What follows belongs to an exercise in optimizing a design on an open flow for small area, a short achievable clock period and few clock cycles per item; a production flow would make more cautious choices. At most, simulation tests tie the RTL to the original design; equivalence was not proved. No functional check of the RTL was part of runs 2 to 6. Power figures rest on the tool's default switching activity, not on a simulated workload.

==> flow/design.v <==
module cobs_sample_framer #(
  parameter int SAMPLES_PER_FRAME = 63
) (
  input  logic        clk,
  input  logic        rst,
  input  logic [31:0] s_tdata,
  input  logic        s_tvalid,
  output logic        s_tready,
  output logic [7:0]  m_tdata,
  output logic        m_tvalid,
  input  logic        m_tready
);
  typedef enum logic [1:0] {COLLECT, EMIT_CODE, EMIT_DATA, EMIT_DELIM} state_e;
  localparam logic [5:0] LAST_SMP = 6'(SAMPLES_PER_FRAME - 1);
  state_e      state_q, state_d;
  logic [31:0] hold_q, hold_d;
  logic        held_q, held_d;
  logic [1:0]  idx_q, idx_d;
  logic [7:0]  cnt_q, cnt_d;
  logic [7:0]  rd_q, rd_d;
  logic [5:0]  smp_q, smp_d;
  logic        final_q, final_d;
  logic        tail_q, tail_d;
  logic [7:0]  m_dat_q, m_dat_d;
  logic        m_vld_q, m_vld_d;
  logic [7:0]  blk_q [252];
  logic        blk_we;
  logic        post;
  logic [7:0]  cur_byte;
  logic        m_hs, s_hs;
  assign s_tready = (state_q == COLLECT) && !held_q;
  assign m_tdata  = m_dat_q;
  assign m_tvalid = m_vld_q;
  assign m_hs     = m_vld_q && m_tready;
  assign s_hs     = s_tvalid && s_tready;
  assign cur_byte = hold_q[{idx_q, 3'b000} +: 8];
  always_comb begin
    state_d = state_q;
    hold_d  = hold_q;
    held_d  = held_q;
    idx_d   = idx_q;
    cnt_d   = cnt_q;
    rd_d    = rd_q;
    smp_d   = smp_q;
    final_d = final_q;
    tail_d  = tail_q;
    blk_we  = 1'b0;
    post    = 1'b0;
    case (state_q)
      COLLECT: begin
        if (s_hs) begin
          hold_d = s_tdata;
          held_d = 1'b1;
          idx_d  = 2'd0;
        end else if (held_q) begin
          idx_d = idx_q + 2'd1;
          if (cur_byte != 8'h00) begin
            blk_we = 1'b1;
            cnt_d  = cnt_q + 8'd1;
          end else begin
            state_d = EMIT_CODE;
            final_d = 1'b0;
          end
          if (idx_q == 2'd3) begin
            held_d = 1'b0;
            if (smp_q == LAST_SMP) begin
              if (cur_byte != 8'h00) begin
                state_d = EMIT_CODE;
                final_d = 1'b1;
              end else begin
                tail_d = 1'b1;
              end
            end else begin
              smp_d = smp_q + 6'd1;
            end
          end
        end
      end
      EMIT_CODE: begin
        if (m_hs) begin
          if (cnt_q != 8'd0) state_d = EMIT_DATA;
          else               post    = 1'b1;
        end
      end
      EMIT_DATA: begin
        if (m_hs) begin
          if (rd_q == cnt_q - 8'd1) post = 1'b1;
          else                      rd_d = rd_q + 8'd1;
        end
      end
      EMIT_DELIM: begin
        if (m_hs) begin
          final_d = 1'b0;
          smp_d   = 6'd0;
          state_d = COLLECT;
        end
      end
      default: state_d = COLLECT;
    endcase
    if (post) begin
      cnt_d = 8'd0;
      rd_d  = 8'd0;
      if (tail_q) begin
        tail_d  = 1'b0;
        final_d = 1'b1;
        state_d = EMIT_CODE;
      end else if (final_q) begin
        state_d = EMIT_DELIM;
      end else begin
        state_d = COLLECT;
      end
    end
  end
  always_comb begin
    m_vld_d = (state_d != COLLECT);
    case (state_d)
      EMIT_CODE: m_dat_d = cnt_d + 8'd1;
      EMIT_DATA: m_dat_d = blk_q[rd_d];
      default:   m_dat_d = 8'h00;
    endcase
  end
  always_ff @(posedge clk) begin
    if (rst) begin
      state_q <= COLLECT;
      hold_q  <= 32'd0;
      held_q  <= 1'b0;
      idx_q   <= 2'd0;
      cnt_q   <= 8'd0;
      rd_q    <= 8'd0;
      smp_q   <= 6'd0;
      final_q <= 1'b0;
      tail_q  <= 1'b0;
      m_dat_q <= 8'h00;
      m_vld_q <= 1'b0;
    end else begin
      state_q <= state_d;
      hold_q  <= hold_d;
      held_q  <= held_d;
      idx_q   <= idx_d;
      cnt_q   <= cnt_d;
      rd_q    <= rd_d;
      smp_q   <= smp_d;
      final_q <= final_d;
      tail_q  <= tail_d;
      m_dat_q <= m_dat_d;
      m_vld_q <= m_vld_d;
    end
  end
  always_ff @(posedge clk) begin
    if (blk_we) blk_q[cnt_q] <= cur_byte;
  end
endmodule
==> flow/run.sh <==
#!/bin/bash
# synth_recipe.tcl (not shown) runs the flow's synth.tcl, then flattens the netlist and writes it again
# the make line also repeats each setting of config.mk as NAME=value (left out here)
make -C /OpenROAD-flow-scripts/flow DESIGN_CONFIG=/design/flow/config.mk WORK_HOME=/design/flow/orfs CLKGATE_MAP_FILE= SYNTH_SCRIPT=/design/flow/synth_recipe.tcl finish
==> flow/config.mk <==
export PLATFORM = sky130hd
export DESIGN_NAME = cobs_sample_framer
export DESIGN_NICKNAME = cobs_sample_framer
export VERILOG_FILES = /design/flow/design.v
export SDC_FILE = /design/flow/constraint.sdc
export NUM_CORES = 4
export LEC_CHECK = 0
export CAP_MARGIN = 20
export CORE_MARGIN = 2
export CORE_UTILIZATION = 40
export SLEW_MARGIN = 20
==> flow/constraint.sdc <==
create_clock -name core_clock -period 8.0 [get_ports {clk}]
set_input_delay 1.6000 -clock core_clock [delete_from_list [all_inputs] [get_ports {clk}]]
set_output_delay 1.6000 -clock core_clock [all_outputs]
set_load 0.01 [all_outputs]
==> run summary, run 1 <==
- Most frequent cells in the layout: edfxtp_1, nand2_1, nand3_1
- Fill cells: 18.9k
- R2R Setup Slk: 0.64 ns
- Die Span Y: 467 um
- Final wirelength: 292 mm
- Synth Area per Inst: 13.3 um^2
- Setup_tns: 0 ns
- CTS clk-pin slew, worst paths: 0.07 ns
- Via/cell ratio: 6.14
- Final hold vios: 0
- Yosys top cell area share: 70.7%
- Fin nets: 6492
- Count of mapped cells out of synthesis: 6443
- Main combinational cell family by area after synthesis: simple AND/OR/NAND/NOR gates
- Area occupied by multi-input gates: 21200 um^2
- Synth cell types: 93
- Area of the mapped netlist: 85600 um^2
- Mux cell area share after synthesis: 1.82%
- Post-cts sizing count: 0
- Seq/Total Area, Yosys: 72.3%
- RSZ-0062 raised after global routing: false
- CP Data Arrival Time: 8.16 ns
- Synth Flop Type: edfxtp_1
- Max-cap violations: 0
- Initial Util: 40.3%
- Layout Area Growth over Synthesis: 12.2%
- CP Launch Type: register
- Synth Warn #: 1
- Peak supply drop: 0.212 mV
- Crit path time final: 7.36 ns
- Crit path kind: register to register
- Number of synthesized flops with an enable pin: 2016
- Critical path cell sequence: inv_1 -> ha_1 -> or3b_2 -> xnor2_1 -> o22ai_1 -> o21a_2 -> a21oi_2 -> o32ai_1 -> nand2b_2 -> buf_12 -> a221o_1 -> a2111oi_0 -> nor4_1 -> a32oi_1 -> a2bb2oi_1 -> o21ai_1
- Initial DRT Pass Iterations: 8
- Outcome: timing/DRC/antenna clean
- Slew HR: 16.9%
- Largest net degree at the start of global routing: 178
- Fmax achieved: 0.136 GHz
- Layout Cells excl Fill: 9451
- Layout cells sized above 1: 9.09%
- Register bit total from synthesis: 2086
- Die X: 467 um
- Final period utilization: 92.0%
- Synth area leaders: edfxtp_1, nand2_1, nand3_1, a211oi_1, and3_1
- CP required: 8.81 ns
- Hold/Removal Path Class: register to register
- GRT Residual Overflow: 0
- Gr usage total: 26.2%
- Die area: 218000 um^2
- CTS Hold Buffers Added: 0
- Most common cell after layout, fill and taps aside: edfxtp_1
- DRC viols: 0
- Number of antenna violations at the first check in global routing: 18
- DR iter-0 viols: 9616
- Leakage: 0.0314 uW
- Final GP Congestion: 0.960
- Buffers on Ports: 45
- Overall Power: 22800 uW
- Core area: 213000 um^2
- Number of global-route vias before repair: 53.8k
- Measured slew at the worst slew-check pin: 1.24 ns
- Setup crit end kind: register
- Critical Path Fanout Max: 21
- Async S/R FF share, synth: 0%
- Post-CTS Repair Setup Buffers: 0
- TritonCTS clock tree: built
- Synth Area in XOR/XNOR: 0.339%
- Synth Area in Compound Gates: 8.99%
- Setup-failing EPs final: 0
- H-tree depth: 4
- Dominant cell type by area after synthesis: edfxtp_1
- # rows: 169
- Vias: 58.1k
- Pwr dens: 237 nW/um^2
- Worst-skew pair later-pin latency: 0.90 ns
- Drt wl/cell: 30.9 um
- Post-Synth Adder-Cell Area: 0.248%
- Global-route wire length before repair: 412 mm
- CP max-delay cell: or3b_2
- Placed insts: 9043
- Max-slew violation count: 0
- Post-Synth Simple-Gate Area: 13.1%
- Register area: 61900 um^2
- CTS buffer count: 211
- Dpl hpwl: 176 mm
- I/O pins: 46
- Dpl ws: 0.879 ns
- Setup Skew: 0.0532 ns
- Post-route ant nets: 0
- Clock tree buffer depth: 3
- Worst Setup Slack, final: 0.642 ns
- Clock root buffer master: clkbuf_16
- Mapped Nets: 6496
- CP max stage delay: 0.99 ns
- Clock sink count: 2086
## power breakdown
group	total, uW	switching, uW	internal (uW)	leakage, uW
logic	737	623	114	0.00904
clock network	9810	4320	5490	0.00332
registers	12200	25.4	12200	0.0190
total	22800	4970	17800	0.0314
## through the flow
stage                     hold WS, ns  util (%)  cell area, um^2
after CTS                       0.451      45.2            96000
after detailed placement        0.443      42.0            89200
after floorplan                 0.433         -            85600
after global routing            0.471      45.2            96100
after global placement          0.439      42.0            89200
final                           0.453      45.2            96100
## sequential cells by signal (all words and copies together), names as in the netlist
name / count
m_vld_q: 1
hold_q: 32
idx_q: 2
tail_q: 1
state_q: 2
m_dat_q: 8
blk_q: 2016
rd_q: 8
held_q: 1
final_q: 1
cnt_q: 8
smp_q: 6
## path summary, 6_finish.rpt
| check | from | to | cells past startpoint |
|---|---|---|---|
| setup / recovery | cnt_q[0] | m_dat_q[5] | 16 |
| hold / removal | hold_q[26] | hold_q[26] | 2 |
| setup reg to reg | cnt_q[0] | m_dat_q[5] | 16 |
| hold reg to reg | hold_q[26] | hold_q[26] | 2 |
## worst max-delay path: cells and delay by family (launching register included)
kind                       cells  cell delay, ns
adders and majority gates      1            0.30
AOI/OAI and AO/OA              9            3.65
and+or+nand+nor                3            1.93
buffers and inverters          2            0.56
DFF                            1            0.55
xor gates and xnor gates       1            0.20
## synth_stat cells, drive strengths merged, types with 43 or more instances
cell / number
nand3: 374
nor3: 46
o21ai: 94
dfxtp: 70
a21oi: 138
buf: 338
a32oi: 44
edfxtp: 2016
nand2: 1489
o211ai: 43
clkbuf: 137
and3: 243
mux2i: 116
nor2: 360
a31oi: 174
a211oi: 208
a311oi: 99
## cell families after synthesis
logic type | Yosys count
and+or+nand+nor | 2605
adders and majority gates | 17
buffers and inverters | 494
DFF | 2086
AOI/OAI and AO/OA | 1067
muxes | 143
xor gates and xnor gates | 31
## cell type report
| cell class | count | area share (%) |
|---|---|---|
| well taps | 2821 | 3.67 |
| repair buffers | 258 | 2.68 |
| clock buffers | 269 | 5.81 |
| flip-flops and latches | 2086 | 64.4 |
| diodes | 6 | 0.0156 |
| clock inverters | 129 | 1.26 |
| multi-input cells | 3863 | 22.1 |
| inverters | 19 | 0.0742 |
## routing by layer
layer  wire length (um)  track usage [%]
met1             116000             36.7
met2             129000             39.0
met5                112                0
met3              32000             5.58
met4              15300             12.2
Testbench counts, summed over its fixed seeds: cycles 36,416, samples 4,032.
==> run 2: changes to the inputs <==
==> flow/design.v (replaced) <==
module cobs_sample_framer #(
  parameter int SAMPLES_PER_FRAME = 63
) (
  input  logic        clk,
  input  logic        rst,
  input  logic [31:0] s_tdata,
  input  logic        s_tvalid,
  output logic        s_tready,
  output logic [7:0]  m_tdata,
  output logic        m_tvalid,
  input  logic        m_tready
);
  localparam int FB = 4 * SAMPLES_PER_FRAME;   
  localparam int NS = FB + 2;                  
  localparam int SD = FB;                      
  localparam int SC = FB + 1;                  
  localparam int SW = $clog2(NS);
  localparam int TL = $clog2(NS);              
  localparam int TN = 1 << TL;                 
  localparam int K  = 2;                       
  logic [8*NS-1:0] ring;
  logic [SW-1:0]   s_q, s_d;        
  logic [7:0]      port;
  logic [7:0]      in_byte;
  logic [7:0]      wbyte;
  logic            wen;
  assign port    = ring[7:0];
  assign in_byte = s_tdata[{wb_q[1:0], 3'b000} +: 8];
  logic [SW-1:0]   wb_q, wb_d;      
  logic [SW-1:0]   rs_q, rs_d;      
  logic            wok_q, wok_d;    
  logic            srdy_q, srdy_d;
  logic            selc_q, selc_d;  
  logic [7:0]      code_q, code_d;  
  logic [7:0]      fd_q [K];
  logic [7:0]      fd_d [K];
  logic [K-1:0]    fv_q, fv_d;      
  logic            take;            
  logic            pop;
  logic [7:0]      outb;
  assign s_tready = srdy_q;
  assign m_tdata  = fd_q[0];
  assign m_tvalid = fv_q[0];
  assign wen   = wok_q && s_tvalid;
  assign wbyte = (s_q == SW'(SD)) ? 8'h00 : (wen ? in_byte : port);
  assign outb  = selc_q ? code_q : port;
  assign take  = (s_q == rs_q) && !fv_q[K-1] && ((rs_q != SW'(SC)) || (wb_q == SW'(FB)));
  assign pop   = fv_q[0] && m_tready;
  always_comb begin
    s_d = (s_q == SW'(NS - 1)) ? '0 : s_q + SW'(1);
    wb_d = wb_q;
    if (wen) wb_d = wb_q + SW'(1);
    if (take && rs_q == SW'(SC)) wb_d = '0;
    rs_d = rs_q;
    if (take) rs_d = (rs_q == SW'(NS - 1)) ? '0 : rs_q + SW'(1);
    if (take && rs_q == SW'(SD)) rs_d = SW'(SC);
    fv_d = fv_q;
    for (int i = 0; i < K; i++) fd_d[i] = fd_q[i];
    if (pop) begin
      for (int i = 0; i < K - 1; i++) fd_d[i] = fd_q[i + 1];
      fv_d = fv_q >> 1;
    end
    if (take) begin
      for (int i = K - 1; i >= 0; i--)
        if (!fv_d[i] && (i == 0 || fv_d[i - 1])) fd_d[i] = outb;
      fv_d = {fv_d[K-2:0], 1'b1};
    end
    wok_d  = (s_d == wb_d) && (wb_d != SW'(FB)) &&
             ((rs_d == SW'(SC)) || (wb_d != rs_d) || !fv_d[K-1]);
    srdy_d = wok_d && (wb_d[1:0] == 2'd3);
  end
  logic [TN-1:0] leaf;
  always_comb begin
    leaf = '0;
    for (int j = 1; j < NS - 1; j++) leaf[j] = (ring[8*(j+1) +: 8] == 8'h00);
    leaf[NS - 1] = 1'b1;
    selc_d = (s_d == SW'(SC)) || ((ring[15:8] == 8'h00) && (s_d != SW'(SD)));
  end
  genvar l, n;
  generate
    for (l = 0; l <= TL; l++) begin : lv
      logic [(TN >> l)-1:0] v;
      logic [(l > 0 ? l : 1)-1:0] ix [TN >> l];
      if (l == 0) begin : g0
        assign v = leaf;
        for (n = 0; n < TN; n++) begin : gn
          assign ix[n] = 1'b0;
        end
      end else begin : gl
        for (n = 0; n < (TN >> l); n++) begin : gn
          assign v[n] = lv[l-1].v[2*n] | lv[l-1].v[2*n+1];
          if (l == 1) begin : g1
            assign ix[n] = !lv[l-1].v[2*n];
          end else begin : g2
            assign ix[n] = lv[l-1].v[2*n] ? {1'b0, lv[l-1].ix[2*n]} : {1'b1, lv[l-1].ix[2*n+1]};
          end
        end
      end
    end
  endgenerate
  assign code_d = 8'(lv[TL].ix[0]);
  always_ff @(posedge clk) begin
    ring <= {wbyte, ring[8*NS-1:8]};
    selc_q <= selc_d;
    code_q <= code_d;
    for (int i = 0; i < K; i++) fd_q[i] <= fd_d[i];
    if (rst) begin
      s_q    <= '0;
      wb_q   <= '0;
      rs_q   <= SW'(SC);
      wok_q  <= 1'b1;
      srdy_q <= 1'b0;
      fv_q   <= '0;
    end else begin
      s_q    <= s_d;
      wb_q   <= wb_d;
      rs_q   <= rs_d;
      wok_q  <= wok_d;
      srdy_q <= srdy_d;
      fv_q   <= fv_d;
    end
  end
endmodule
==> run 2 against run 1 <==
Compared with the run above: still clean on timing, DRC and antenna; design area down 37%; register-to-register slack gained 3.9 ns; global-route usage fell by 13 points; clock power fell by 6.0%; fmax up 93%; synthesized cell count fell by 43%; worst setup slack better by 3.5 ns; non-clock buffer count is 210 lower; area after synthesis decreased by 40%; critical endpoint is now wok_q; largest cell class unchanged.
==> run summary, run 2 <==
- Outcome: timing/DRC/antenna clean
- Synth cell types: 99 (+6.5%)
- Layout Area Growth over Synthesis: 17.6%
- Max-slew violation count: 0 (unchanged)
- Via/cell ratio: 4.66 (-24%)
- Fmax achieved: 0.262 GHz (+93%)
- Synth Warn #: 13 (+12)
- Layout cells sized above 1: 9.78% (+0.69 points)
- TritonCTS clock tree: built
- Crit path kind: primary input to register
- Antenna Cells: 0 (-6)
- Initial Util: 40.2% (-0.098 points)
- CTS Hold Buffers Added: 0 (unchanged)
- Peak supply drop: 0.220 mV (+3.5%)
- Hold/Removal Path Class: register to register
- RSZ-0062 raised after global routing: false
- Clock tree buffer depth: 3 (unchanged)
- DRC viols: 0 (unchanged)
- Worst hold path depth: 0 (-2)
- Setup_tns: 0 ns (unchanged)
- Top cells by count, synth: dfxtp_1, nor4_1, nand2_1
- Setup-failing EPs final: 0 (unchanged)
- Seq/Total Area, Yosys: 81.8% (+9.5 points)
- Number of synthesized flops with an enable pin: 8 (-99.6%)
- Number of global-route vias before repair: 27.5k (-49%)
- Top reg by flops: ring
- Synth Area per Inst: 14.0 um^2 (+5.5%)
- Combinational share of power: 1.7% (-1.5 points)
- CP Launch Type: primary input
- Final wirelength: 86.9 mm (-70%)
- Measured slew at the worst slew-check pin: 0.964 ns (-0.277 ns)
- Slew HR: 34.8% (+18 points)
- Critical path endpoint: wok_q
- Mapped Nets: 3689 (-43%)
- Final hold vios: 0 (unchanged)
- Switch Pwr: 4080 uW (-18%)
- Worst Setup Slack, final: 4.18 ns (+3.54 ns)
- Clock Power Share: 45.4% (+2.3 points)
- CP Data Arrival Time: 4.49 ns (-3.67 ns)
- CTS clk-pin slew, worst paths: 0.07 ns (about the same)
- Clock sink count: 2085 (-0.048%)
- DR iter-0 viols: 1235 (-87%)
- Number of antenna violations at the first check in global routing: 1 (-17)
- Leakage: 0.0229 uW (-27%)
- Post-cts sizing count: 0 (unchanged)
- Dpl ws: 3.42 ns (+2.54 ns)
- Gr usage total: 13.3% (-13 points)
- Dpl hpwl: 58.3 mm (-67%)
- Async S/R FF share, synth: 0% (unchanged)
- CP max stage delay: 0.75 ns (-0.24 ns)
- Number of flip-flops in the largest register: 2032 (+0.79%)
- Sequential Power Share: 52.8% (-0.9 points)
- Largest regs: ring (2032), fd_q (16)
- Final period utilization: 47.7% (-44 points)
- Fin nets: 3906 (-40%)
- Dominant cell type by area after synthesis: dfxtp_1
- R2R Setup Slk: 4.57 ns (+3.93 ns)
- Area of the mapped netlist: 51100 um^2 (-40%)
- Yosys top cell area share: 81.3% (+11 points)
- I/O pins: 46 (unchanged)
- Switching portion of total power: 20.1% (-1.7 points)
- Reg-to-Reg End: code_q[1]
- Core area: 127000 um^2 (-40%)
- Most common cell after layout, fill and taps aside: dfxtp_1
- Post-route ant nets: 0 (unchanged)
- CP Depth: 10 (-6)
- Setup crit end kind: register
- GRT Residual Overflow: 0 (unchanged)
- CTS buffer count: 185 (-12%)
- Register bit total from synthesis: 2085 (-0.048%)
- Die area: 131000 um^2 (-40%)
- Setup Skew: 0.0408 ns (-0.0124 ns)
- Largest net degree at the start of global routing: 28 (-84%)
- Critical path origin: s_tvalid
- Kind of cell adding the most delay to the critical path: compound AO/OA/AOI/OAI gates
- Critical Path Fanout Max: 12 (-43%)
- Critical path cell sequence: clkdlybuf4s50_1 -> and2_4 -> mux2i_1 -> xor2_1 -> a2111o_1 -> a32oi_1 -> and4_1 -> o21a_1 -> a31oi_1 -> or2_1
- Crit path time final: 3.82 ns (-3.54 ns)
- CP required: 8.67 ns (-0.14 ns)
- Global-route wire length before repair: 142 mm (-66%)
- Count of mapped cells out of synthesis: 3645 (-43%)
- Most frequent cells in the layout: dfxtp_1, nor4_1, nand2_1
- Die Span Y: 362 um (-23%)
- Post-CTS Repair Setup Buffers: 0 (unchanged)
- Worst-skew pair later-pin latency: 0.77 ns (-0.13 ns)
- R2R Path Start: ring[33]
- Worst reg-to-reg path cell count: 9 (-7)
- CP max-delay cell: mux2i_1
- Count leader, synth: dfxtp_1
- # rows: 131 (-22%)
- Synth area leaders: dfxtp_1, nor4_1, nand2_1, or4_1, a21oi_1
- Synth Flop Type: dfxtp_1
- Buffers on Ports: 45 (unchanged)
- H-tree depth: 4 (unchanged)
- Die X: 362 um (-23%)
- Drt wl/cell: 15.3 um (-50%)
- Clock root buffer master: clkbuf_16
- Crit path buf inv count: 1 (-1)
- Pwr dens: 337 nW/um^2 (+42%)
- Max-cap violations: 0 (unchanged)
- Vias: 26.5k (-54%)
- Initial DRT Pass Iterations: 5 (-3)
- Final GP Congestion: 0.788 (-18%)
- P_int: 16200 uW (-9.0%)
==> run 2: cell types whose count changed after synthesis, sizes merged, moves of 155 or more <==
cell / before / now
a211oi: 208 / 8
a31oi: 174 / 19
and3: 243 / 4
buf: 338 / 11
dfxtp: 70 / 2077
edfxtp: 2016 / 8
nand2: 1489 / 340
nand3: 374 / 34
nor2: 360 / 92
nor4: 8 / 467
==> run 2: per-stage QoR <==
stage | cell area [um^2] | utilization, % | power, uW | instances | hold WS (ns)
after floorplan | 51100 | - | 11200 | 3645 | 0.323
after global placement | 53600 | 42.1 | 11300 | 5337 | 0.327
after global routing | 60100 | 47.3 | 21000 | 5680 | 0.320
final | 60100 | 47.3 | 20300 | 5680 | 0.311
after detailed placement | 53600 | 42.1 | 11300 | 5337 | 0.328
after CTS | 60100 | 47.3 | 20500 | 5680 | 0.311
==> run 2: worst min-delay path by stage <==
stage	startpoint	end	slack [ns]
6_report	ring[1179]	ring[1171]	0.31
5_1_grt	ring[1179]	ring[1171]	0.32
4_1_cts	ring[1179]	ring[1171]	0.31
3_5_place_dp	ring[1230]	ring[1222]	0.33
3_3_place_gp	ring[418]	ring[410]	0.33
2_1_floorplan	ring[1194]	ring[1186]	0.32
==> run 2: cells by family after synthesis <==
kind of cell	synth area share (%)
mux	0.746
xor+xnor	0.595
fa+ha+maj	0.196
flops	81.8
simple gates	12.5
compound gates	3.75
buf+inv	0.462
==> run 2: layer usage <==
layer | wire, um | global-route usage, %
met2 | 37500 | 20.4
met3 | 3520 | 2.98
met5 | 13 | 0
met1 | 43700 | 18.5
met4 | 2140 | 4.77
==> run 2: worst reg2reg max path, cell delays in order, from the launching register on <==
cell       delay, ns
dfxtp_1         0.35
nor4_1          0.08
nand2_1         0.12
o211ai_1        0.19
or3_1           0.48
nor2_1          0.51
nand4_1         0.56
a2111oi_0       0.44
o21ai_0         0.34
a32oi_1         0.29
==> run 2: layout make-up <==
class,count,area (um^2)
Fill cell,11000,67000
Clock buffer,253,5320
Multi-Input combinational cell,1512,9080
Inverter,30,113
Sequential cell,2085,41800
Timing Repair Buffer,48,473
Tap cell,1662,2080
Clock inverter,90,1260
==> run 2: power by group through the flow <==
stage / combinational (uW) / sequential (uW) / clock [uW]
global placement: 353 / 10900 / 0
CTS: 357 / 10700 / 9420
finish: 354 / 10700 / 9220
detailed placement: 356 / 10900 / 0
global route: 400 / 10700 / 9850
floorplan: 258 / 10900 / 0
==> run 3: changes to the inputs <==
--- a/flow/design.v
+++ b/flow/design.v
@@ -16,4 +16,4 @@
   localparam int SC = FB + 1;                  
-  localparam int SW = $clog2(NS);
-  localparam int TL = $clog2(NS);              
+  localparam int SW = 8;                       
+  localparam int TL = 8;                       
   localparam int TN = 1 << TL;                 
@@ -31,2 +31,6 @@
   logic            wok_q, wok_d;    
+  logic            ral_q, ral_d;    
+  logic            rgo_q, rgo_d;    
+  logic            wok_w, wok_n;    
+  logic            srdy_w, srdy_n;
   logic            srdy_q, srdy_d;
@@ -46,3 +50,3 @@
   assign outb  = selc_q ? code_q : port;
-  assign take  = (s_q == rs_q) && !fv_q[K-1] && ((rs_q != SW'(SC)) || (wb_q == SW'(FB)));
+  assign take  = ral_q && rgo_q && !fv_q[K-1];
   assign pop   = fv_q[0] && m_tready;
@@ -54,4 +58,5 @@
     rs_d = rs_q;
-    if (take) rs_d = (rs_q == SW'(NS - 1)) ? '0 : rs_q + SW'(1);
-    if (take && rs_q == SW'(SD)) rs_d = SW'(SC);
+    if (take) rs_d = s_d;
+    ral_d = take || (s_d == rs_q);
+    rgo_d = (rs_d != SW'(SC)) || (wb_d == SW'(FB));
     fv_d = fv_q;
@@ -67,5 +72,14 @@
     end
-    wok_d  = (s_d == wb_d) && (wb_d != SW'(FB)) &&
-             ((rs_d == SW'(SC)) || (wb_d != rs_d) || !fv_d[K-1]);
-    srdy_d = wok_d && (wb_d[1:0] == 2'd3);
+    wok_w  = (wb_q + SW'(1) != SW'(FB)) &&
+             ((rs_d == SW'(SC)) || (wb_q + SW'(1) != rs_d) || !fv_d[K-1]);
+    srdy_w = wok_w && (wb_q[1:0] == 2'd2);
+    begin
+      logic [SW-1:0] wbn;
+      wbn = (take && rs_q == SW'(SC)) ? '0 : wb_q;
+      wok_n  = (s_d == wbn) && (wbn != SW'(FB)) &&
+               ((rs_d == SW'(SC)) || (wbn != rs_d) || !fv_d[K-1]);
+      srdy_n = wok_n && (wbn[1:0] == 2'd3);
+    end
+    wok_d  = wen ? wok_w : wok_n;
+    srdy_d = wen ? srdy_w : srdy_n;
   end
@@ -112,2 +126,4 @@
       srdy_q <= 1'b0;
+      ral_q  <= 1'b0;
+      rgo_q  <= 1'b0;
       fv_q   <= '0;
@@ -119,2 +135,4 @@
       srdy_q <= srdy_d;
+      ral_q  <= ral_d;
+      rgo_q  <= rgo_d;
       fv_q   <= fv_d;
--- a/flow/config.mk
+++ b/flow/config.mk
@@ -10,2 +10,5 @@
 export CORE_UTILIZATION = 40
+export CTS_BUF_LIST = sky130_fd_sc_hd__clkbuf_4 sky130_fd_sc_hd__clkbuf_8
+export CTS_CLUSTER_SIZE = 30
+export SETUP_SLACK_MARGIN = 4.8
 export SLEW_MARGIN = 20
==> run 3 against run 2 <==
Compared with the run above: non-clock buffer count grew 8; still clean on timing, DRC and antenna; flip-flop and latch count up 2; clock power down 4.7%; largest cell class unchanged; first-iteration DRC count grew 16%; design area rose by 0.84%; critical path depth down 9; sequential power hardly changed; hold slack worse by 0.021 ns; sequential share of layout area fell by 0.50 points; worst setup slack gained 0.74 ns; area after synthesis increased by 0.81%.
==> run summary, run 3 <==
- CP max stage delay: 0.32 ns (-0.43 ns)
- Fin nets: 4062 (+4.0%)
- Final wirelength: 89.5 mm (+3.1%)
- Top reg by flops: ring
- Worst-skew pair later-pin latency: 0.95 ns (+0.18 ns)
- CP Launch Type: register
- Crit path time final: 3.08 ns (-0.739 ns)
- Largest regs: ring (2032), fd_q (16)
- Buffers on Ports: 45 (unchanged)
- Max-cap violations: 0 (unchanged)
- Crit path buf inv count: 1 (unchanged)
- Fmax achieved: 0.325 GHz (+24%)
- Peak supply drop: 0.158 mV (-28%)
- Max-slew violation count: 0 (unchanged)
- Die Span Y: 363 um (+0.40%)
- DR iter-0 viols: 1432 (+16%)
- Final period utilization: 38.5% (-9.2 points)
- CP required: 6.40 ns (-2.27 ns)
- TritonCTS clock tree: built
- GRT Residual Overflow: 0 (unchanged)
- Clock tree buffer depth: 4 (+1)
- Core area: 128000 um^2 (+0.39%)
- RSZ-0062 raised after global routing: true
- Most common cell after layout, fill and taps aside: dfxtp_1
- Measured slew at the worst slew-check pin: 1.05 ns (+0.0879 ns)
- Vias: 27.8k (+4.9%)
- Clock sink count: 2087 (+0.096%)
- Util after Layout: 47.5% (+0.21 points)
- Number of flip-flops in the largest register: 2032 (unchanged)
- Global-route wire length before repair: 146 mm (+2.9%)
- Die area: 132000 um^2 (+0.80%)
- Leakage: 0.0236 uW (+3.3%)
- I/O pins: 46 (unchanged)
- CTS buffer count: 313 (+69%)
- Count of mapped cells out of synthesis: 3677 (+0.88%)
- Async S/R FF share, synth: 0% (unchanged)
- Gr usage total: 13.6% (+0.29 points)
- Synth Flop Type: dfxtp_1
- Area of the mapped netlist: 51500 um^2 (+0.81%)
- Critical path cell sequence: clkdlybuf4s15_2
- Layout Area Growth over Synthesis: 17.7% (about the same)
- Kind of cell adding the most delay to the critical path: flip-flops
- Setup Skew: 0.0535 ns (+0.0128 ns)
- Dpl ws: 4.17 ns (+0.749 ns)
- Count leader, synth: dfxtp_1
- Dominant cell type by area after synthesis: dfxtp_1
- Initial DRT Pass Iterations: 5 (unchanged)
- CP max-delay cell: dfxtp_1
- CTS Hold Buffers Added: 0 (unchanged)
- Post-route ant nets: 0 (unchanged)
- Number of synthesized flops with an enable pin: 8 (unchanged)
- Clock root buffer master: clkbuf_8
- CP Data Arrival Time: 1.48 ns (-3.01 ns)
- Initial Util: 40.4% (+0.17 points)
- Register bit total from synthesis: 2087 (+0.096%)
- Critical Path Fanout Max: 1 (-11)
- Outcome: timing/DRC/antenna clean
- Final hold vios: 0 (unchanged)
- Largest net degree at the start of global routing: 31 (+11%)
- Pwr dens: 328 nW/um^2 (-2.7%)
- Synth cell types: 95 (-4.0%)
- # rows: 131 (unchanged)
- Number of antenna violations at the first check in global routing: 1 (unchanged)
- DRC viols: 0 (unchanged)
- Worst Setup Slack, final: 4.92 ns (+0.739 ns)
- Slew HR: 29.0% (-5.8 points)
- Via/cell ratio: 4.71 (+1.1%)
- Synth Area per Inst: 14.0 um^2 (about the same)
- Number of global-route vias before repair: 29.3k (+6.2%)
- Drt wl/cell: 15.2 um (-0.64%)
- Mapped Nets: 3719 (+0.81%)
- Setup-failing EPs final: 0 (unchanged)
- CTS clk-pin slew, worst paths: 0.06 ns (about the same)
- H-tree depth: 5 (+1)
- Crit path kind: register to output port
- Final GP Congestion: 0.788 (about the same)
- Hold/Removal Path Class: register to register
- Fill cells: 11.1k (+0.39%)
- Synth Warn #: 13 (unchanged)
- Synth area leaders: dfxtp_1, nor4_1, nand2_1, or4_1, nor2_1
- Top cells by count, synth: dfxtp_1, nor4_1, nand2_1
- Yosys top cell area share: 80.7% (-0.58 points)
- Seq/Total Area, Yosys: 81.2% (-0.58 points)
- Most frequent cells in the layout: dfxtp_1, nor4_1, clkbuf_8
- Die X: 363 um (+0.40%)
- Dpl hpwl: 58.6 mm (+0.47%)
- Layout cells sized above 1: 14.7% (+5.0 points)
- Setup_tns: 0 ns (unchanged)
- Setup crit end kind: output port
-- run 3: cell types whose count changed after synthesis, sizes merged, moves of 10 or more --
cell / previous run / this run
nor4: 467 / 413
xnor2: 11 / 23
o211ai: 12 / 30
and2: 30 / 45
clkbuf: 6 / 21
nor2: 92 / 111
a21oi: 69 / 51
nand4: 48 / 58
xor2: 22 / 8
nand2: 340 / 290
inv: 30 / 18
or4: 51 / 122
-- run 3: worst paths after layout --
| path | startpoint | to | slack (ns) | depth (start not counted) |
|---|---|---|---|---|
| setup / recovery | srdy_q | s_tready | 4.92 | 1 |
| setup reg to reg | ring[1061] | code_q[3] | 4.97 | 8 |
| hold / removal | ring[664] | ring[656] | 0.29 | 0 |
| hold reg to reg | ring[664] | ring[656] | 0.29 | 0 |
-- run 3: area by class of cell --
type	count	area (um^2)	share of cell area [%]
multi-input combinational	1544	9590	15.8
clock inverter	41	468	0.772
antenna	1	2.50	0.00413
sequential	2087	41900	69.0
timing repair buffer	56	489	0.807
clock buffer	483	6090	10.0
inverter	18	67.6	0.111
tap	1662	2080	3.43
-- run 3: stage by stage --
| step | power [uW] | cells | cell area, um^2 | hold slack (ns) |
|---|---|---|---|---|
| detailed placement | 11300 | 5360 | 54000 | 0.328 |
| global placement | 11300 | 5360 | 54000 | 0.325 |
| CTS | 20200 | 5884 | 60500 | 0.285 |
| floorplan | 11200 | 3677 | 51500 | 0.323 |
| finish | 19900 | 5892 | 60700 | 0.290 |
| global route | 20700 | 5892 | 60700 | 0.296 |
-- run 3: report_power, final --
part	internal (uW)	switching [uW]	total (uW)
Clock	5110	3670	8790
Combinational	170	212	382
Sequential	10600	115	10700
-- run 3: per-layer routing --
layer	wire [um]	part of all wire, %	GRT usage (%)	vias to the layer above
met3	3360	3.7	2.98	173
met5	0	0	0	-
li1	-	-	-	14000
met1	44700	50	18.7	13100
met2	39000	44	20.4	464
met4	2460	2.7	6.60	0
-- run 3: repair_timing --
| action | 4_1_cts | 5_1_grt |
|---|---|---|
| gates cloned | 0 | 0 |
| gates resized for setup | 46 | 13 |
| pin swaps | 0 | 1 |
| endpoints found under the hold margin | 0 | 0 |
| endpoints found under the setup margin | 12 | 5 |
| buffers inserted | 0 | 7 |
-- run 3: cell families after synthesis --
family                   after synthesis  synth area share [%]
flip-flops                          2087                  81.2
AO/OA/AOI/OAI                        298                  4.09
buffers and inverters                 46                 0.349
AND/OR/NAND/NOR                     1184                  13.0
XOR/XNOR                              32                 0.570
adder cells (fa/ha/maj)                6                 0.146
multiplexers                          24                 0.680
==> run 4: changes to the inputs <==
--- a/flow/config.mk
+++ b/flow/config.mk
@@ -9,6 +9,6 @@
 export CORE_MARGIN = 2
-export CORE_UTILIZATION = 40
-export CTS_BUF_LIST = sky130_fd_sc_hd__clkbuf_4 sky130_fd_sc_hd__clkbuf_8
-export CTS_CLUSTER_SIZE = 30
-export SETUP_SLACK_MARGIN = 4.8
+export CORE_UTILIZATION = 60
+export CTS_BUF_LIST = sky130_fd_sc_hd__clkbuf_8 sky130_fd_sc_hd__clkbuf_16
+export CTS_CLUSTER_SIZE = 40
+export SETUP_SLACK_MARGIN = 5.0
 export SLEW_MARGIN = 20
==> run 4 against run 3 <==
Compared with the run above: still clean; global-route usage rose by 7.4 points; sequential share of layout area up 0.77 points; fmax increased by 4.6%; register-to-register slack better by 0.09 ns; wire length rose by 3.0%; critical path depth grew 7; largest power group unchanged.
==> run summary, run 4 <==
- Post-route ant nets: 0 (unchanged)
- Max-cap violations: 0 (unchanged)
- Outcome: timing/DRC/antenna clean
- Area occupied by multi-input gates: 9630 um^2 (+0.43%)
- Slew HR: 49.2% (+20 points)
- Final wirelength: 92.3 mm (+3.0%)
- Placed insts: 4844 (-9.6%)
- Count of mapped cells out of synthesis: 3677 (unchanged)
- Initial DRT Pass Iterations: 5 (unchanged)
- Async S/R FF share, synth: 0% (unchanged)
- Initial Util: 60.5% (+20 points)
- Dpl hpwl: 62.1 mm (+6.0%)
- Clock sink count: 2087 (unchanged)
- Synth Warn #: 13 (unchanged)
- CTS buffer count: 184 (-41%)
- Gr usage total: 21.0% (+7.4 points)
- Final hold vios: 0 (unchanged)
- Synth cell types: 95 (unchanged)
- Core area: 85100 um^2 (-33%)
- CP max-delay cell: or4_1
- Kind of cell adding the most delay to the critical path: compound AO/OA/AOI/OAI gates
- Most frequent cells in the layout: dfxtp_1, nor4_1, nand2_1
- Crit path time final: 2.94 ns (-0.137 ns)
- Fin nets: 3943 (-2.9%)
- CP Data Arrival Time: 3.61 ns (+2.13 ns)
- Layout Cells excl Fill: 5199 (-12%)
- Area of the mapped netlist: 51500 um^2 (unchanged)
- # rows: 107 (-18%)
- R2R Setup Slk: 5.06 ns (+0.09 ns)
- Antenna Cells: 0 (-1)
- Critical path cell sequence: or4_1 -> or2_0 -> and4_1 -> a211oi_1 -> o211ai_1 -> a211oi_2 -> nor3_2 -> o32ai_1
- Pwr dens: 334 nW/um^2 (+1.9%)
- Crit path buf inv count: 0 (-1)
- Buffers on Ports: 45 (unchanged)
- H-tree depth: 4 (-1)
- I/O pins: 46 (unchanged)
- Number of global-route vias before repair: 29.0k (-0.88%)
- Synth area leaders: dfxtp_1, nor4_1, nand2_1, or4_1, nor2_1
- CP max stage delay: 0.56 ns (+0.24 ns)
- Synth Area per Inst: 14.0 um^2 (unchanged)
- Setup crit end kind: register
- Count leader, synth: dfxtp_1
- Max-slew violation count: 0 (unchanged)
- Critical Path Fanout Max: 2 (+1)
- Final period utilization: 36.8% (-1.7 points)
- Seq/Total Area, Yosys: 81.2% (unchanged)
- Layout cells sized above 1: 10.5% (-4.2 points)
- Final GP Congestion: 0.871 (+11%)
- Layout Area Growth over Synthesis: 16.4%
- Synth Flop Type: dfxtp_1
- Fill cells: 5820 (-48%)
- Setup_tns: 0 ns (unchanged)
- TritonCTS clock tree: built
- Hold/Removal Path Class: register to register
- Setup-failing EPs final: 0 (unchanged)
- M1 wire length: 44.0 mm (-1.5%)
- Register area: 41900 um^2 (about the same)
- DR iter-0 viols: 1280 (-11%)
- Number of synthesized flops with an enable pin: 8 (unchanged)
- Leakage: 0.0235 uW (-0.47%)
- Number of antenna violations at the first check in global routing: 1 (unchanged)
- CTS Hold Buffers Added: 0 (unchanged)
- Top cells by count, synth: dfxtp_1, nor4_1, nand2_1
- Top reg by flops: ring
- RSZ-0062 raised after global routing: true
- Met3 WL post-DR: 3.54 mm (+5.3%)
- Global-route wire length before repair: 151 mm (+3.5%)
- Yosys top cell area share: 80.7% (unchanged)
- GRT Residual Overflow: 0 (unchanged)
- CP Launch Type: register
- Setup Skew: 0.0202 ns (-0.0333 ns)
- Register bit total from synthesis: 2087 (unchanged)
- Vias: 27.4k (-1.4%)
- DRC viols: 0 (unchanged)
- CP required: 8.67 ns (+2.27 ns)
- Mapped Nets: 3719 (unchanged)
- Via/cell ratio: 5.27 (+12%)
- Die area: 88300 um^2 (-33%)
- Number of flip-flops in the largest register: 2032 (unchanged)
- CTS clk-pin slew, worst paths: 0.06 ns (about the same)
- Measured slew at the worst slew-check pin: 0.753 ns (-0.300 ns)
- Worst-skew pair later-pin latency: 0.77 ns (-0.18 ns)
- Largest net degree at the start of global routing: 31 (unchanged)
- Die Span Y: 297 um (-18%)
- Clock tree buffer depth: 3 (-1)
- Clock root buffer master: clkbuf_16
- Met2 WL post-DR: 42.5 mm (+8.8%)
- Most common cell after layout, fill and taps aside: dfxtp_1
- Fmax achieved: 0.340 GHz (+4.6%)
- Dominant cell type by area after synthesis: dfxtp_1
- Top Layer Used: met5
- Largest regs: ring (2032), fd_q (16)
- Die X: 297 um (-18%)
- Peak supply drop: 0.289 mV (+83%)
- Drt wl/cell: 17.7 um (+17%)
- Crit path kind: register to register
## run 4: cell count changes in the layout (fill, tap and decap cells not counted), moves of 4 or more
cell | previous run | this run
bufinv_16 | 9 | 15
clkbuf_8 | 394 | 48
buf_2 | 9 | 4
clkinv_8 | 0 | 6
inv_1 | 18 | 49
clkbuf_16 | 0 | 188
clkdlybuf4s15_2 | 1 | 5
clkinv_2 | 19 | 36
clkbuf_4 | 89 | 0
buf_4 | 11 | 21
## run 4: layout make-up
type | instances | area share, %
inverters | 18 | 0.113
repair buffers | 66 | 0.991
well taps | 1144 | 2.39
multi-input cells | 1544 | 16.1
clock buffers | 236 | 8.94
clock inverters | 104 | 1.72
flip-flops and latches | 2087 | 69.8
## run 4: what timing repair did
item                       in CTS  in global routing
setup endpoints to repair      19                  6
resized for setup              51                 15
pin swaps                       1                  3
buffers inserted                8                  7
## run 4: logic make-up after synthesis
group                      synth area share (%)
buffers and inverters                     0.349
muxes                                     0.680
AOI/OAI and AO/OA                          4.09
adders and majority gates                 0.146
DFF                                        81.2
xor gates and xnor gates                  0.570
and+or+nand+nor                            13.0
## run 4: metal layers
metal / vias up / track usage [%]
met3: 168 / 4.15
met2: 420 / 33.7
met5: - / 0
met4: 2 / 7.77
met1: 13100 / 28.5
li1: 13700 / -
## run 4: report_power, final
group	switching, uW	leakage, uW	internal, uW	total, uW
combinational	214	0.00334	170	385
sequential	128	0.0169	10600	10700
clock	3700	0.00329	5230	8940
## run 4: path summary, 6_finish.rpt
check / startpoint / end / cells after the start
max: ring[1989] / code_q[1] / 8
max reg2reg: ring[1989] / code_q[1] / 8
min reg2reg: ring[433] / ring[425] / 0
min: ring[433] / ring[425] / 0
## run 4: stage by stage
| stage | setup slack [ns] | hold slack (ns) | area (um^2) | power [uW] | util [%] |
|---|---|---|---|---|---|
| after detailed placement | 4.32 | 0.327 | 53400 | 11300 | 62.7 |
| after CTS | 4.96 | 0.333 | 59900 | 20200 | 70.3 |
| after global placement | 4.35 | 0.325 | 53400 | 11300 | 62.7 |
| after global routing | 4.98 | 0.331 | 60000 | 20700 | 70.5 |
| after floorplan | 5.10 | 0.323 | 51600 | 11200 | - |
| final | 5.06 | 0.333 | 60000 | 20100 | 70.5 |
==> run 5: changes to the inputs <==
--- a/flow/config.mk
+++ b/flow/config.mk
@@ -11,3 +11,4 @@
 export CTS_BUF_LIST = sky130_fd_sc_hd__clkbuf_8 sky130_fd_sc_hd__clkbuf_16
-export CTS_CLUSTER_SIZE = 40
+export CTS_CLUSTER_DIAMETER = 80
+export CTS_CLUSTER_SIZE = 24
 export SETUP_SLACK_MARGIN = 5.0
==> run 5 against run 4 <==
Compared with the run above: design area down 6.3%; combinational power is essentially flat; non-clock buffer count up 3; wire length down 3.2%; clock power down 42%; count of clock-buffer cells in the layout decreased by 137; hold slack lost 0.0029 ns; final cell count is 4.4% lower; register-to-register slack about the same; critical endpoint is now code_q[3].
==> run summary, run 5 <==
- Synth cell types: 95 (unchanged)
- Max-slew violation count: 0 (unchanged)
- Outcome: timing/DRC/antenna clean
- Largest net degree at the start of global routing: 31 (unchanged)
- Top reg by flops: ring
- CP required: 8.52 ns (-0.15 ns)
- Number of antenna violations at the first check in global routing: 0 (-1)
- Dpl ws: 4.32 ns (unchanged)
- RSZ-0062 raised after global routing: false
- Area occupied by multi-input gates: 9630 um^2 (about the same)
- Die Span Y: 297 um (unchanged)
- CTS buffer count: 97 (-47%)
- Global-route wire length before repair: 146 mm (-3.3%)
- Synth Flop Type: dfxtp_1
- Worst hold path depth: 0 (unchanged)
- Pwr dens: 290 nW/um^2 (-13%)
- Measured slew at the worst slew-check pin: 0.758 ns (+0.00558 ns)
- Layout cells sized above 1: 5.67% (-4.9 points)
- Synth area leaders: dfxtp_1, nor4_1, nand2_1, or4_1, nor2_1
- Final hold vios: 0 (unchanged)
- Most common cell after layout, fill and taps aside: dfxtp_1
- Synth Area per Inst: 14.0 um^2 (unchanged)
- Leakage: 0.0216 uW (-8.4%)
- Layout Area Growth over Synthesis: 9.03%
- Count of mapped cells out of synthesis: 3677 (unchanged)
- Max-cap violations: 0 (unchanged)
- Buffers on Ports: 45 (unchanged)
- Final period utilization: 36.9% (+0.16 points)
- Async S/R FF share, synth: 0% (unchanged)
- Final wirelength: 89.3 mm (-3.2%)
- Worst-skew pair later-pin latency: 0.67 ns (-0.10 ns)
- Slew HR: 48.8% (-0.38 points)
- Top Layer Used: met4
- Antenna Cells: 0 (unchanged)
- Initial DRT Pass Iterations: 5 (unchanged)
- Setup crit end kind: register
- Number of global-route vias before repair: 28.1k (-3.3%)
- Fmax achieved: 0.338 GHz (-0.44%)
- Drt wl/cell: 18.0 um (+1.2%)
- Most frequent cells in the layout: dfxtp_1, nor4_1, nand2_1
- Yosys top cell area share: 80.7% (unchanged)
- Number of flip-flops in the largest register: 2032 (unchanged)
- Register bit total from synthesis: 2087 (unchanged)
- Via/cell ratio: 5.35 (+1.6%)
- Fin nets: 3859 (-2.1%)
- Critical Path Fanout Max: 6 (+4)
- Peak supply drop: 0.208 mV (-28%)
- Initial Util: 60.5% (unchanged)
- Dominant cell type by area after synthesis: dfxtp_1
- # rows: 107 (unchanged)
- Number of synthesized flops with an enable pin: 8 (unchanged)
- TritonCTS clock tree: built
- Vias: 26.6k (-2.8%)
- Fill cells: 6233 (+7.1%)
- CTS clk-pin slew, worst paths: 0.09 ns (+0.03 ns)
- Post-route ant nets: 0 (unchanged)
- GRT Residual Overflow: 0 (unchanged)
- Critical path cell sequence: nor4_1 -> and2_1 -> a2111o_1 -> nor4_4 -> nand4_1 -> buf_4 -> nand3_1 -> a2bb2oi_1 -> a32oi_1
- Met3 WL post-DR: 2.58 mm (-27%)
- CP max stage delay: 0.55 ns (about the same)
- Top cells by count, synth: dfxtp_1, nor4_1, nand2_1
- Crit path time final: 2.95 ns (+0.0129 ns)
- Clock tree buffer depth: 3 (unchanged)
- M1 wire length: 43.1 mm (-2.1%)
- Area of the mapped netlist: 51500 um^2 (unchanged)
- DR iter-0 viols: 1267 (-1.0%)
- Setup Skew: 0.0234 ns (+0.00313 ns)
- Synth Warn #: 13 (unchanged)
- H-tree depth: 3 (-1)
- Crit path kind: register to register
- Register area: 41900 um^2 (about the same)
- CP Data Arrival Time: 3.47 ns (-0.14 ns)
- Worst Setup Slack, final: 5.05 ns (-0.0129 ns)
- CP max-delay cell: nor4_4
- Mapped Nets: 3719 (unchanged)
- Core area: 85100 um^2 (unchanged)
- Clock sink count: 2087 (unchanged)
- Setup-failing EPs final: 0 (unchanged)
- Die area: 88300 um^2 (unchanged)
- CP Launch Type: register
- Setup_tns: 0 ns (unchanged)
- Final GP Congestion: 0.871 (unchanged)
- Worst reg-to-reg path cell count: 9 (+1)
- DRC viols: 0 (unchanged)
- Seq/Total Area, Yosys: 81.2% (unchanged)
- Clock root buffer master: clkbuf_16
- Die X: 297 um (unchanged)
- I/O pins: 46 (unchanged)
- Met2 WL post-DR: 40.6 mm (-4.5%)
- Gr usage total: 20.2% (-0.85 points)
- Largest regs: ring (2032), fd_q (16)
- Dpl hpwl: 62.1 mm (unchanged)
- Count leader, synth: dfxtp_1
- Hold/Removal Path Class: register to register
-- run 5: cell types whose count changed in the layout (fill, tap and decap cells not counted), moves of 5 or more --
cell and delta:
bufinv_16 -15, clkbuf_16 -89, clkbuf_8 -48, clkdlybuf4s15_2 -5
clkinv_2 -36, clkinvlp_4 -6, dlygate4sd2_1 +7, inv_1 -28
-- run 5: per-stage QoR --
step / power (uW) / hold WS [ns] / cell area [um^2] / instances / utilization (%)
4_1_cts: 16400 / 0.330 / 56100 / 4962 / 65.9
6_report: 16300 / 0.330 / 56200 / 4971 / 66.0
3_3_place_gp: 11300 / 0.325 / 53400 / 4844 / 62.7
2_1_floorplan: 11200 / 0.323 / 51600 / 3677 / -
3_5_place_dp: 11300 / 0.327 / 53400 / 4844 / 62.7
5_1_grt: 16900 / 0.333 / 56200 / 4971 / 66.0
-- run 5: final cells by class --
| cell class | count | share of cell area (%) |
|---|---|---|
| inverter | 18 | 0.120 |
| tap | 1144 | 2.55 |
| multi-input combinational | 1544 | 17.1 |
| sequential | 2087 | 74.5 |
| timing repair buffer | 69 | 1.10 |
| clock inverter | 10 | 0.203 |
| clock buffer | 99 | 4.41 |
-- run 5: cells by family after synthesis --
family	count (synthesis)	synth area share [%]
compound gates	298	4.09
buf+inv	46	0.349
mux	24	0.680
fa+ha+maj	6	0.146
simple gates	1184	13.0
xor+xnor	32	0.570
flops	2087	81.2
-- run 5: per-layer routing --
| layer | track usage (%) | vias to the layer above |
|---|---|---|
| li1 | - | 13400 |
| met1 | 28.0 | 12700 |
| met2 | 32.5 | 330 |
| met3 | 2.78 | 158 |
| met4 | 7.43 | 0 |
| met5 | 0 | - |
-- run 5: worst paths after layout --
| path | startpoint | to | slack (ns) |
|---|---|---|---|
| setup / recovery | ring[369] | code_q[3] | 5.05 |
| hold / removal | ring[786] | ring[778] | 0.33 |
| setup reg to reg | ring[369] | code_q[3] | 5.05 |
| hold reg to reg | ring[786] | ring[778] | 0.33 |
-- run 5: power by group --
group	switching (uW)	leakage, uW	internal [uW]
Clock	2950	0.00128	2230
Sequential	127	0.0169	10600
Combinational	213	0.00337	170
Total	3290	0.0216	13000
-- run 5: critical path: cells and delay by family (launching register included) --
kind	cells	cell delay, ns
buffers and inverters	1	0.24
AOI/OAI and AO/OA	3	1.02
and+or+nand+nor	5	1.19
DFF	1	0.34
-- run 5: repair_timing --
item | 4_1_cts | 5_1_grt
endpoints found under the setup margin | 19 | 8
hold buffers | 0 | 0
setup buffers | 9 | 9
pin swaps | 2 | 2
resized for setup | 27 | 19
==> run 6: changes to the inputs <==
--- a/flow/config.mk
+++ b/flow/config.mk
@@ -10,5 +10,5 @@
 export CORE_UTILIZATION = 60
-export CTS_BUF_LIST = sky130_fd_sc_hd__clkbuf_8 sky130_fd_sc_hd__clkbuf_16
-export CTS_CLUSTER_DIAMETER = 80
-export CTS_CLUSTER_SIZE = 24
+export CTS_BUF_LIST = sky130_fd_sc_hd__clkbuf_16
+export CTS_CLUSTER_DIAMETER = 100
+export CTS_CLUSTER_SIZE = 30
 export SETUP_SLACK_MARGIN = 5.0
==> run 6 against run 5 <==
Compared with the run above: highest routed layer unchanged; global-route usage shrank 0.16 points; final cell count shrank 0.40%; critical endpoint is now code_q[1]; sequential share of layout area grew 0.56 points; clock skew grew 0.014 ns; flip-flop and latch count is the same; combinational power is essentially flat; first-iteration DRC count shrank 3.1%; fmax is essentially flat.
==> run summary, run 6 <==
- DR iter-0 viols: 1228 (-3.1%)
- Initial Util: 60.5% (unchanged)
- Clock Power Share: 29.9% (-1.9 points)
- Worst hold path depth: 0 (unchanged)
- Dominant cell type by area after synthesis: dfxtp_1
- Synth Flop Type: dfxtp_1
- Global-route wire length before repair: 145 mm (-0.74%)
- Clock tree buffer depth: 3 (unchanged)
- Worst-skew pair later-pin latency: 0.67 ns (about the same)
- Switching portion of total power: 20.1% (-0.096 points)
- Fmax achieved: 0.339 GHz (about the same)
- Area occupied by multi-input gates: 9660 um^2 (+0.27%)
- Largest net degree at the start of global routing: 32 (+3.2%)
- Count leader, synth: dfxtp_1
- Seq/Total Area, Yosys: 81.2% (unchanged)
- Drt wl/cell: 18.0 um (about the same)
- Layout Cells excl Fill: 4951 (-0.40%)
- CP Data Arrival Time: 3.53 ns (+0.06 ns)
- Sequential Power Share: 67.7% (+1.8 points)
- Async S/R FF share, synth: 0% (unchanged)
- Number of antenna violations at the first check in global routing: 0 (unchanged)
- CTS buffer count: 79 (-19%)
- Die area: 88300 um^2 (unchanged)
- Dpl ws: 4.32 ns (unchanged)
- Fin nets: 3841 (-0.47%)
- Layout Area Growth over Synthesis: 8.23%
- Post-route ant nets: 0 (unchanged)
- Yosys top cell area share: 80.7% (unchanged)
- Core area: 85100 um^2 (unchanged)
- Buffers on Ports: 45 (unchanged)
- Max-slew violation count: 0 (unchanged)
- Outcome: timing/DRC/antenna clean
- Leakage: 0.0214 uW (-0.95%)
- Synth Area per Inst: 14.0 um^2 (unchanged)
- Via/cell ratio: 5.35 (about the same)
- Clock root buffer master: clkbuf_16
- P_int: 12700 uW (-2.5%)
- Placed insts: 4844 (unchanged)
- Area of the mapped netlist: 51500 um^2 (unchanged)
- I/O pins: 46 (unchanged)
- # rows: 107 (unchanged)
- Setup_tns: 0 ns (unchanged)
- Register bit total from synthesis: 2087 (unchanged)
- H-tree depth: 3 (unchanged)
- Vias: 26.5k (-0.41%)
- Number of flip-flops in the largest register: 2032 (unchanged)
- Top reg by flops: ring
- Switch Pwr: 3180 uW (-3.1%)
- Dpl hpwl: 62.1 mm (unchanged)
- Peak supply drop: 0.200 mV (-3.8%)
- CTS Hold Buffers Added: 0 (unchanged)
- CP required: 8.58 ns (+0.06 ns)
- DRC viols: 0 (unchanged)
- Synth area leaders: dfxtp_1, nor4_1, nand2_1, or4_1, nor2_1
- Count of mapped cells out of synthesis: 3677 (unchanged)
- Initial DRT Pass Iterations: 5 (unchanged)
- Crit path kind: register to register
- Hold/Removal Path Class: register to register
- TritonCTS clock tree: built
- Final GP Congestion: 0.871 (unchanged)
- Layout cells sized above 1: 5.33% (-0.34 points)
- Util after Layout: 65.5% (-0.48 points)
- Largest regs: ring (2032), fd_q (16)
- Mapped Nets: 3719 (unchanged)
- Clock sink count: 2087 (unchanged)
- Final hold vios: 0 (unchanged)
- Pwr dens: 284 nW/um^2 (-1.9%)
- Die X: 297 um (unchanged)
- Measured slew at the worst slew-check pin: 0.703 ns (-0.0552 ns)
- RSZ-0062 raised after global routing: true
- Register area: 41900 um^2 (about the same)
- Worst Setup Slack, final: 5.05 ns (+0.000690 ns)
- Top cells by count, synth: dfxtp_1, nor4_1, nand2_1
- CTS clk-pin slew, worst paths: 0.11 ns (+0.02 ns)
- Worst reg-to-reg path cell count: 8 (-1)
- Critical Path Fanout Max: 2 (-4)
- Max-cap violations: 0 (unchanged)
- Number of synthesized flops with an enable pin: 8 (unchanged)
- CP Launch Type: register
- Setup crit end kind: register
- Gr usage total: 20.0% (-0.16 points)
- Crit path time final: 2.95 ns (-0.000690 ns)
- Final wirelength: 88.9 mm (-0.43%)
- Most frequent cells in the layout: dfxtp_1, nor4_1, nand2_1
- Die Span Y: 297 um (unchanged)
- GRT Residual Overflow: 0 (unchanged)
- Most common cell after layout, fill and taps aside: dfxtp_1
- Combinational share of power: 2.4% (about the same)
- Slew HR: 52.7% (+3.9 points)
- Synth Warn #: 13 (unchanged)
- Setup Skew: 0.0375 ns (+0.0142 ns)
- Overall Power: 15900 uW (-2.6%)
- Fill cells: 6268 (+0.56%)
- Antenna Cells: 0 (unchanged)
- Synth cell types: 95 (unchanged)
- Final period utilization: 36.9% (about the same)
- Setup-failing EPs final: 0 (unchanged)
- Number of global-route vias before repair: 27.7k (-1.4%)
## run 6: power by group through the flow
stage	Sequential, uW	Combinational, uW	Clock [uW]
2_1_floorplan	10900	270	0
3_3_place_gp	11000	377	0
3_5_place_dp	11000	380	0
4_1_cts	10700	382	4860
5_1_grt	10800	424	5230
6_report	10700	383	4750
## run 6: worst max-delay path, cell delays in order, from the launching register on
cell      delay [ns]
dfxtp_1         0.33
or4_1           0.56
or2_0           0.26
and4_1          0.20
a211oi_1        0.49
o211ai_1        0.26
a211oi_2        0.38
nor3_2          0.15
o32ai_1         0.28
## run 6: layout make-up
type / count / area share [%]
clock buffers: 84 / 3.77
flip-flops and latches: 2087 / 75.0
well taps: 1144 / 2.57
multi-input cells: 1544 / 17.3
inverters: 18 / 0.121
repair buffers: 69 / 1.10
clock inverters: 5 / 0.0875
## run 6: repair_timing
| item | 4_1_cts | 5_1_grt |
|---|---|---|
| resized for setup | 26 | 25 |
| endpoints found under the setup margin | 19 | 8 |
| pin swaps | 2 | 3 |
| buffers inserted | 7 | 11 |
| cloned | 0 | 0 |
## run 6: path summary, 6_finish.rpt
kind         slack [ns]         to        from
max                5.05  code_q[1]  ring[1989]
max reg2reg        5.05  code_q[1]  ring[1989]
min reg2reg        0.32   ring[20]    ring[28]
min                0.32   ring[20]    ring[28]
## run 6: cell families after synthesis
logic type               Yosys count  synth area share (%)
multiplexers                      24                 0.680
XOR/XNOR                          32                 0.570
AO/OA/AOI/OAI                    298                  4.09
buffers and inverters             46                 0.349
adder cells (fa/ha/maj)            6                 0.146
AND/OR/NAND/NOR                 1184                  13.0
flip-flops                      2087                  81.2
## run 6: metal layers
metal	GRT usage (%)	vias to the layer above	share of wire, %
li1	-	13300	-
met1	28.1	12700	49
met2	32.6	335	46
met3	2.94	134	3.0
met4	5.46	0	2.5
met5	0	-	0
## run 6: metrics by stage
step | instance area (um^2) | hold WS [ns]
after CTS | 55600 | 0.317
after floorplan | 51600 | 0.323
final | 55800 | 0.316
after global placement | 53400 | 0.325
after global routing | 55800 | 0.335
after detailed placement | 53400 | 0.327

-- port drivers added, routing unchanged --
The flow's constraints put no driver on any port. The routed layouts listed below were extracted and timed again, unchanged, in two steps. Step 1 sets driving cells, clkbuf_16 on the clock port and buf_2 on the other inputs (assumed; they add their load-dependent delay and slew). Step 2 moves the port delays by t, midway between the first and last clock arrival at a register: inputs arrive t later, outputs are due t later. That takes back most of the time a late clock gives input paths. Slacks: ideal / step 1 / step 2; pairs: ideal / step 1.
run	t (ns)	setup slack, ns	hold slack, ns	latest minus earliest clock arrival (ns)	slew at the worst register clock pin (ns)
run 1	0.959	0.642 / 0.642 / 0.627	0.453 / 0.453 / 0.453	0.055 / 0.055	0.07 / 0.07
run 2	0.818	4.183 / 4.157 / 3.339	0.311 / 0.311 / 0.311	0.048 / 0.048	0.07 / 0.07
run 3	0.992	4.921 / 4.844 / 4.124	0.290 / 0.290 / 0.290	0.074 / 0.074	0.07 / 0.07
run 4	0.823	5.058 / 5.003 / 4.309	0.333 / 0.333 / 0.333	0.022 / 0.023	0.07 / 0.07
run 5	0.725	5.045 / 5.019 / 4.426	0.330 / 0.330 / 0.330	0.030 / 0.030	0.09 / 0.09
run 6	0.710	5.046 / 5.006 / 4.424	0.316 / 0.316 / 0.316	0.041 / 0.041	0.11 / 0.11
After both steps every run listed still meets setup and hold. The setup slack of run 2, which loses most, moves by -0.026 ns with the drivers and by -0.844 ns with both steps.
